This is an optimization exercise on Yosys and OpenROAD, whose aim is small area, a short achievable clock period and few clock cycles per item, not a production implementation.
In this exercise RTL edits were held to simulation tests only and were not proved equivalent to the original.

==> flow/design.v (excerpt) <==
module go_to_pose_controller #(
  parameter int unsigned CORDIC_STEPS = 16
) (
  input  logic        clk_i,
  input  logic        rst_ni,
  input  logic        in_valid_i,
  output logic        in_stall_o,
  input  logic [103:0] in_data_i,
  output logic        out_valid_o,
  input  logic        out_stall_i,
  output logic [33:0]  out_data_o,
  input  logic        cfg_we_i,
  input  logic [2:0]  cfg_idx_i,
  input  logic [30:0] cfg_data_i
);
Size: about 32000 cells after synthesis, ~4800 flip-flops, about 310000 sq um of cells after synthesis.
==> flow/config.mk <==
export PLATFORM = sky130hd
export DESIGN_NAME = go_to_pose_controller
export DESIGN_NICKNAME = go_to_pose_controller
export VERILOG_FILES = /design/flow/design.v
export SDC_FILE = /design/flow/constraint.sdc
export NUM_CORES = 4
export LEC_CHECK = 0
export CAP_MARGIN = 20
export CORE_MARGIN = 2
export CORE_UTILIZATION = 55
export SLEW_MARGIN = 20
export SYNTH_MEMORY_MAX_BITS = 32768
==> flow/constraint.sdc <==
create_clock -name core_clock -period 12.0 [get_ports {clk_i}]
set_input_delay 2.4000 -clock core_clock [delete_from_list [all_inputs] [get_ports {clk_i}]]
set_output_delay 2.4000 -clock core_clock [all_outputs]
set_load 0.01 [all_outputs]
standard.sh (not shown) runs the stock make flow with config.mk's settings and CLKGATE_MAP_FILE= SYNTH_SCRIPT=/design/flow/synth_recipe.tcl, a recipe that flattens the netlist after the stock synthesis.
==> flow/flow/run.sh <==
#!/bin/bash
# The standard layout (standard.sh) with three changes: ABC maps the logic for the
# shortest delay (flow/abc_speed.script) instead of ORFS's default speed script;
# repair_timing aims for 8 ns of setup slack on the worst endpoints (TNS_END_PERCENT 10);
# and the buffers that buffer_ports puts on every input and output port are buf_4
# instead of the slow default delay buffer.
# Registers, floorplan, power grid, placement, CTS and routing are otherwise the standard flow's.
set -euo pipefail
rm -rf scripts_fast
cp -r "$FLOW_HOME/scripts" scripts_fast
cp flow/abc_speed.script scripts_fast/abc_speed.script
bash standard.sh SCRIPTS_DIR="$PWD/scripts_fast" SETUP_SLACK_MARGIN=8 TNS_END_PERCENT=10 \
  BUFFER_PORTS_ARGS="-buffer_cell sky130_fd_sc_hd__buf_4" finish > flow_make.log 2>&1
==> flow/flow/abc_speed.script <==
&get -n
&st
&dch -f
&nf -p
&put
buffer -c
topo
stime -c
upsize -c
dnsize -c
The first run went through all stages and came out clean.
Testbench counts at the start, summed over its fixed seeds: cycles 1,448, items 1,280.
Edit:
==> flow/flow/run.sh (replaced) <==
#!/bin/bash
# The standard layout (standard.sh) with two changes: ABC maps the logic for the
# shortest delay (flow/abc_speed.script) instead of ORFS's default speed script, and
# repair_timing aims for 8.5 ns of setup slack on the worst endpoints (TNS_END_PERCENT 10).
# Registers, floorplan, power grid, placement, CTS and routing are the standard flow's.
set -euo pipefail
rm -rf scripts_fast
cp -r "$FLOW_HOME/scripts" scripts_fast
cp flow/abc_speed.script scripts_fast/abc_speed.script
bash standard.sh SCRIPTS_DIR="$PWD/scripts_fast" SETUP_SLACK_MARGIN=8.5 TNS_END_PERCENT=10 finish > flow_make.log 2>&1
Outcome: Fmax increases by 1.0%. Die area stays the same. Sequential share of layout area decreases by 0.93 points. Count of clock-buffer cells in the layout decreases by 6. Synthesized cell count does not change. Design area increases by 3.2%. Routed wire length increases by about 3%. Via count increases by 1.7%.
Edit:
==> flow/flow/run.sh (replaced) <==
#!/bin/bash
# The standard layout (standard.sh) with two changes: ABC maps the logic for the
# shortest delay (flow/abc_speed.script) instead of ORFS's default speed script, and
# repair_timing aims for 7.5 ns of setup slack on the worst endpoints (TNS_END_PERCENT 10).
# Registers, floorplan, power grid, placement, CTS and routing are the standard flow's.
set -euo pipefail
rm -rf scripts_fast
cp -r "$FLOW_HOME/scripts" scripts_fast
cp flow/abc_speed.script scripts_fast/abc_speed.script
bash standard.sh SCRIPTS_DIR="$PWD/scripts_fast" SETUP_SLACK_MARGIN=7.5 TNS_END_PERCENT=10 finish > flow_make.log 2>&1
What happened:
- hold slack gains 0.012 ns
- core utilization falls by 2.5 points
- cell area decreases by a few percent
- wire length is lower by a few percent
- fmax is lower by a few percent
- sequential cell count does not change
- synthesized area stays the same
- final cell count fell slightly
- die area is unchanged
Edit:
==> flow/flow/run.sh (replaced) <==
#!/bin/bash
# The standard layout (standard.sh) with three changes: ABC maps the logic for the
# shortest delay (flow/abc_speed.script) instead of ORFS's default speed script;
# repair_timing aims for 7.5 ns of setup slack on the worst endpoints (TNS_END_PERCENT 5);
# and the buffers that buffer_ports puts on every input and output port are buf_4
# instead of the slow default delay buffer.
# Registers, floorplan, power grid, placement, CTS and routing are otherwise the standard flow's.
set -euo pipefail
rm -rf scripts_fast
cp -r "$FLOW_HOME/scripts" scripts_fast
cp flow/abc_speed.script scripts_fast/abc_speed.script
bash standard.sh SCRIPTS_DIR="$PWD/scripts_fast" SETUP_SLACK_MARGIN=7.5 TNS_END_PERCENT=5 \
  BUFFER_PORTS_ARGS="-buffer_cell sky130_fd_sc_hd__buf_4" finish > flow_make.log 2>&1
Outcome: Final area shrinks by 0.49%. Clock-buffer cell count is higher by 9. Die area is unchanged. Non-clock buffer count fell by 42. Maximum frequency falls by 0.54%. Wire length is higher by 0.97%. Worst setup slack degrades by 0.026 ns.


## umber
Another version of the RTL of go_to_pose_controller (not shown whole).
Size: ~31,000 cells after synthesis, ~180 I/O pins, about 310,000 µm² of cells after synthesis.
clock: 12.0 ns
lec_check: 0
cap_margin: 20
core_margin: 2
core_utilization: 55
slew_margin: 20
synth_memory_max_bits: 32768
run.sh (not shown) runs the stock make flow with config.mk's settings and CLKGATE_MAP_FILE= SYNTH_SCRIPT=/design/flow/synth_recipe.tcl, a recipe that flattens the netlist after the stock synthesis.
Stock flow here: none of the scripts above is used.
umber completed; timing, DRC and antenna clean
Testbench counts of umber, summed over its fixed seeds: cycles 1,448, items 1,280.
[inputs] violet vs umber
==> flow/flow/run.sh (new file) <==
#!/bin/bash
# The standard layout (standard.sh), with one change: ABC maps the logic for the
# shortest delay (flow/abc_speed.script) instead of ORFS's default speed script.
# Registers, floorplan, power grid, placement, CTS and routing are the standard flow's.
set -euo pipefail
rm -rf scripts_fast
cp -r "$FLOW_HOME/scripts" scripts_fast
cp flow/abc_speed.script scripts_fast/abc_speed.script
bash standard.sh SCRIPTS_DIR="$PWD/scripts_fast" finish > flow_make.log 2>&1
==> flow/flow/abc_speed.script (new file) <==
&get -n
&st
&dch -f
&nf -p
&put
buffer -c
topo
stime -c
upsize -c
dnsize -c
==> flow/standard.sh (new file) <==
#!/bin/bash
# synth_recipe.tcl (not shown) runs the flow's synth.tcl, then flattens the netlist and writes it again
# the make line also repeats each setting of config.mk as NAME=value (left out here)
make -C /OpenROAD-flow-scripts/flow DESIGN_CONFIG=/design/flow/config.mk WORK_HOME=/design/flow/orfs CLKGATE_MAP_FILE= SYNTH_SCRIPT=/design/flow/synth_recipe.tcl "${@:-finish}"
removed: flow/run.sh
[summary]
Final cell count without fillers (lower): umber
Sequential portion of the cell area (higher): violet
Of umber and violet, the lower area share of xor/xnor cells in the synthesized design belongs to umber.

## separate check: timing with driven ports
Ports are ideal in the flow. The routed layouts listed here were re-timed in OpenROAD. Step 1, drivers: a clkbuf_16 drives clk_i and a buf_2 each remaining input, both assumed. Step 2 adds t to the input delays and takes it off the output delays; t is the mean of the earliest and latest rising clock arrival at the registers after step 1. Input paths then give back, and output paths get back, about the clock's delay inside the block. a / b / c = ideal / step 1 / step 2; a / b = the first two.
| run | t (ns) | slack for setup (ns) | hold WS [ns] | worst data-port slew with drivers (ns) |
|---|---|---|---|---|
| the first run of note 1 | 1.184 | 7.375 / 7.375 / 7.023 | 0.298 / 0.298 / 0.298 | 0.28 |
| the second run of note 1 | 1.194 | 7.422 / 7.422 / 6.521 | 0.306 / 0.306 / 0.306 | 0.34 |
| the third run of note 1 | 1.209 | 7.317 / 7.176 / 6.363 | 0.319 / 0.319 / 0.319 | 0.25 |
| the fourth run of note 1 | 1.186 | 7.292 / 7.292 / 6.562 | 0.275 / 0.275 / 0.275 | 0.26 |
| umber | 1.161 | 4.181 / 4.181 / 4.181 | 0.304 / 0.304 / 0.304 | 0.31 |
| violet | 1.151 | 5.601 / 5.601 / 5.592 | 0.291 / 0.291 / 0.291 | 0.46 |
After both steps every run listed still meets setup and hold. For the third run of note 1, which loses most, drivers alone change the setup slack by -0.141 ns; drivers and shift together by -0.954 ns.
